From an optimization exercise on the open Yosys and OpenROAD flow, aimed at small area; shortcuts taken in it are not production practice.
Only simulation tests tie the RTL to the original design; equivalence was not proved.

==> inputs of v9 <==
// fpu_top
module fpu_top
(
    input  logic                fpu_clock,
    input  logic                fpu_reset_b,
    input  fpu_pkg::fpu_op_t    fpu_instr,
    input  fpu_pkg::reg_index_t fs,
    input  fpu_pkg::reg_index_t ft,
    input  fpu_pkg::reg_index_t fd,
    input  fpu_pkg::fp_word_t   data_gpr,
    output fpu_pkg::fp_word_t   result,
    output fpu_pkg::fp_word_t   data_fpr,
    output logic                exception
);
==> module fp_adder, before the edit <==
module fp_adder
(
    input  fpu_pkg::fp_word_t a,
    input  fpu_pkg::fp_word_t b,
    output logic [27:0]       sig,         
    output logic signed [9:0] exp,
    output logic              sign,
    output logic [1:0]        spec
);
    logic        a_zero, b_zero;           
    logic        a_ge;
    logic [7:0]  big_e, small_e;
    logic [22:0] big_m, small_m;
    logic        big_s, small_s;
    logic [23:0] big_sig, small_sig;
    logic [7:0]  exp_diff;
    logic        eff_sub;
    logic [25:0] sh0, sh1, sh2, sh3, sh4, sh5;
    logic        st1, st2, st3, st4, st5;
    logic [26:0] aligned;
    assign a_zero = (a[30:23] == 8'd0);
    assign b_zero = (b[30:23] == 8'd0);
    assign a_ge   = b_zero | (~a_zero & (a[30:0] >= b[30:0]));
    assign big_e   = a_ge ? a[30:23] : b[30:23];
    assign big_m   = a_ge ? a[22:0]  : b[22:0];
    assign big_s   = a_ge ? a[31]    : b[31];
    assign small_e = a_ge ? b[30:23] : a[30:23];
    assign small_m = a_ge ? b[22:0]  : a[22:0];
    assign small_s = a_ge ? b[31]    : a[31];
    assign big_sig   = (big_e == 8'd0)   ? 24'd0 : {1'b1, big_m};
    assign small_sig = (small_e == 8'd0) ? 24'd0 : {1'b1, small_m};
    assign exp_diff  = big_e - small_e;
    assign eff_sub   = big_s ^ small_s;
    assign sh0 = {small_sig, 2'b00};
    assign sh1 = exp_diff[4] ? {16'd0, sh0[25:16]} : sh0;
    assign st1 = exp_diff[4] & (|sh0[15:0]);
    assign sh2 = exp_diff[3] ? {8'd0, sh1[25:8]} : sh1;
    assign st2 = st1 | (exp_diff[3] & (|sh1[7:0]));
    assign sh3 = exp_diff[2] ? {4'd0, sh2[25:4]} : sh2;
    assign st3 = st2 | (exp_diff[2] & (|sh2[3:0]));
    assign sh4 = exp_diff[1] ? {2'd0, sh3[25:2]} : sh3;
    assign st4 = st3 | (exp_diff[1] & (|sh3[1:0]));
    assign sh5 = exp_diff[0] ? {1'd0, sh4[25:1]} : sh4;
    assign st5 = st4 | (exp_diff[0] & sh4[0]);
    always_comb
    begin
        if (exp_diff > 8'd26)
            aligned = {26'd0, |small_sig};      
        else
            aligned = {sh5, st5};
        sig = eff_sub ? {1'b0, big_sig, 3'b000} - {1'b0, aligned}
                      : {1'b0, big_sig, 3'b000} + {1'b0, aligned};
    end
    assign exp  = $signed({2'b00, big_e});
    assign sign = big_s;
    assign spec = ((&a[30:23]) | (&b[30:23])) ? 2'b01 : 2'b00;
endmodule
==> module fp_round, before the edit <==
module fp_round
(
    input  logic [27:0]       sig,
    input  logic signed [9:0] exp,
    input  logic              sign,
    input  logic [1:0]        spec,        
    output fpu_pkg::fp_word_t res,
    output logic              exception
);
    localparam fpu_pkg::fp_word_t inf_word = 32'h7f80_0000;
    logic [26:0]       n0, n1, n2, n3, n4, n5;
    logic [4:0]        lz;
    logic [26:0]       norm;
    logic signed [9:0] norm_exp;
    logic              round_up;
    logic [24:0]       rounded;
    logic signed [9:0] final_exp;
    assign n0    = sig[26:0];
    assign lz[4] = ~|n0[26:11];
    assign n1    = lz[4] ? {n0[10:0], 16'd0} : n0;
    assign lz[3] = ~|n1[26:19];
    assign n2    = lz[3] ? {n1[18:0], 8'd0} : n1;
    assign lz[2] = ~|n2[26:23];
    assign n3    = lz[2] ? {n2[22:0], 4'd0} : n2;
    assign lz[1] = ~|n3[26:25];
    assign n4    = lz[1] ? {n3[24:0], 2'd0} : n3;
    assign lz[0] = ~n4[26];
    assign n5    = lz[0] ? {n4[25:0], 1'd0} : n4;
    always_comb
    begin
        if (sig[27])
        begin
            norm     = {sig[27:2], sig[1] | sig[0]};
            norm_exp = exp + 10'sd1;
        end
        else
        begin
            norm     = n5;
            norm_exp = exp - $signed({5'd0, lz});
        end
        round_up  = norm[2] & (norm[1] | norm[0] | norm[3]);
        rounded   = {1'b0, norm[26:3]} + {24'd0, round_up};
        final_exp = norm_exp + $signed({9'd0, rounded[24]});
    end
    always_comb
    begin
        exception = 1'b0;
        case (spec)
            2'b01:
            begin
                res       = 32'h7f80_0001;
                exception = 1'b1;
            end
            2'b10:
            begin
                res       = {sign, inf_word[30:0]};
                exception = 1'b1;
            end
            2'b11:
                res = {sign, 31'd0};
            default:
            begin
                if (sig == 28'd0)
                    res = '0;
                else if (final_exp >= 10'sd255)
                begin
                    res       = {sign, inf_word[30:0]};
                    exception = 1'b1;
                end
                else if (final_exp < 10'sd1)
                begin
                    res       = '0;
                    exception = 1'b1;
                end
                else
                    res = {sign, final_exp[7:0], rounded[22:0]};
            end
        endcase
    end
endmodule
==> flow/config.mk <==
export PLATFORM = sky130hd
export DESIGN_NAME = fpu_top
export DESIGN_NICKNAME = fpu_top
export VERILOG_FILES = /design/flow/design.v
export SDC_FILE = /design/flow/constraint.sdc
export NUM_CORES = 8
export LEC_CHECK = 0
export CAP_MARGIN = 20
export CORE_MARGIN = 2
export CORE_UTILIZATION = 40
export SLEW_MARGIN = 20
==> flow/constraint.sdc <==
create_clock -name core_clock -period 17.0 [get_ports {fpu_clock}]
set_input_delay 3.4000 -clock core_clock [delete_from_list [all_inputs] [get_ports {fpu_clock}]]
set_output_delay 3.4000 -clock core_clock [all_outputs]
set_load 0.01 [all_outputs]
standard.sh (not shown) runs the stock make flow with config.mk's settings and CLKGATE_MAP_FILE= SYNTH_SCRIPT=/design/flow/synth_recipe.tcl, a recipe that flattens the netlist after the stock synthesis.
==> flow/flow/run.sh <==
#!/bin/bash
# Own layout flow: the standard layout (standard.sh) with these changes:
#  - synthesis maps the combinational logic for area (see flow/synth.tcl);
#    every register is the standard synthesis's
#  - clock tree: no dummy loads, larger sink clusters
#  - port buffers: the smallest buffer
#  - after global routing, cells on paths with slack are sized down
# Each step's full output is in this folder: synth.log, layout.log, and
# ORFS's own logs under orfs/logs.
set -euo pipefail
W=$PWD
F=$W/flow
export MY_ABC_SCRIPT=$F/abc.script
sed "s#SYNTH_SCRIPT=[^ ]*#SYNTH_SCRIPT=$F/synth.tcl #" standard.sh > own_standard.sh
bash own_standard.sh synth > $W/synth.log 2>&1
export CTS_ARGS="-sink_clustering_enable -repair_clock_nets -dont_use_dummy_load -sink_clustering_size 25 -sink_clustering_max_diameter 100"
export BUFFER_PORTS_ARGS="-buffer_cell sky130_fd_sc_hd__buf_1"
export RECOVER_POWER=100
bash own_standard.sh finish > $W/layout.log 2>&1
==> flow/flow/abc.script <==
&get -n
&st
&dch
&nf -R 1000
&put
topo
stime -c
==> flow/flow/synth.tcl <==
# synth_recipe.tcl with three changes to the combinational mapping (the
# registers are the standard synthesis's): Yosys's synth runs without its
# quick ABC pass, extract_fa extracts full adders only, and the final ABC
# call runs flow/abc.script, an area-oriented mapping.
proc synth {args} { yosys synth -nofsm -noshare -noabc {*}$args }
proc extract_fa {args} { yosys extract_fa -fa }
proc abc {args} {
  set out {}
  set i 0
  while {$i < [llength $args]} {
    set a [lindex $args $i]
    if {$a eq "-script"} {
      lappend out -script $::env(MY_ABC_SCRIPT)
      incr i 2
      continue
    }
    lappend out $a
    incr i
  }
  yosys abc {*}$out
}
source $::env(SCRIPTS_DIR)/synth.tcl
# left out here: clear keep_hierarchy, flatten, clean up, hide names made inside functions, write 1_2_yosys.v
==> v21: changes against v9 <==
--- a/flow/design.v
+++ b/flow/design.v
@@ -73,4 +73,3 @@
             aligned = {sh5, st5};
-        sig = eff_sub ? {1'b0, big_sig, 3'b000} - {1'b0, aligned}
-                      : {1'b0, big_sig, 3'b000} + {1'b0, aligned};
+        sig = {1'b0, big_sig, 3'b000} + ({1'b0, aligned} ^ {28{eff_sub}}) + {27'd0, eff_sub};
     end
@@ -1103,11 +1102,6 @@
         if (sig[27])
-        begin
-            norm     = {sig[27:2], sig[1] | sig[0]};
-            norm_exp = exp + 10'sd1;
-        end
+            norm = {sig[27:2], sig[1] | sig[0]};
         else
-        begin
-            norm     = n5;
-            norm_exp = exp - $signed({5'd0, lz});
-        end
+            norm = n5;
+        norm_exp = exp + (sig[27] ? 10'sd1 : ~$signed({5'd0, lz})) + {9'd0, ~sig[27]};
         round_up  = norm[2] & (norm[1] | norm[0] | norm[3]);
--- a/flow/flow/run.sh
+++ b/flow/flow/run.sh
@@ -6,3 +6,2 @@
 #  - port buffers: the smallest buffer
-#  - after global routing, cells on paths with slack are sized down
 # Each step's full output is in this folder: synth.log, layout.log, and
@@ -17,3 +16,2 @@
 export BUFFER_PORTS_ARGS="-buffer_cell sky130_fd_sc_hd__buf_1"
-export RECOVER_POWER=100
 bash own_standard.sh finish > $W/layout.log 2>&1
==> qor summary <==
Result of the run: v21 no timing/DRC/antenna violations; v9 failed layout checks
Violated checks: v21 -; v9 max-capacitance violations, max-slew violations
Arrival time of data at the critical path endpoint: v21 15.81 ns; v9 16.85 ns
Fin Clk Skew: v21 0.106 ns; v9 0.0922 ns
Final weighted congestion in routability-driven placement: v21 1.05; v9 1.02
Synth top area share: v21 0.339; v9 0.333
Compound-Gate Fraction of Synth Area: v21 0.220; v9 0.231
Non-clock inverters: v21 263; v9 280
Sum of buffers and inverters on the critical path: v21 3; v9 7
Pre-CTS setup slack: v21 2.00 ns; v9 1.66 ns
Average instance area after synthesis: v21 10.1 sq um; v9 9.99 sq um
Met1 Use GR: v21 0.461; v9 0.468
Met2 demand-to-capacity share in global routing: v21 0.539; v9 0.537

[port drivers added, routing unchanged]
How much do the figures lean on ideal ports? The routed layouts below were timed once more, with nothing changed but the port constraints.
Step 1: set_driving_cell puts a clkbuf_16 on fpu_clock and a buf_2 on each other input, an assumption about the parent block.
Step 2 moves the port delays by t, midway between the first and last clock arrival at a register: inputs arrive t later, outputs are due t later. That takes back most of the time a late clock gives input paths.
a / b / c = ideal / step 1 / step 2; a / b = the first two.
run | t, ns | slack for setup (ns) | hold WS [ns]
v9 | 0.821 | 0.716 / 0.716 / 0.716 | 0.420 / 0.420 / 0.420
v21 | 0.808 | 1.760 / 1.760 / 1.760 | 0.436 / 0.436 / 0.436
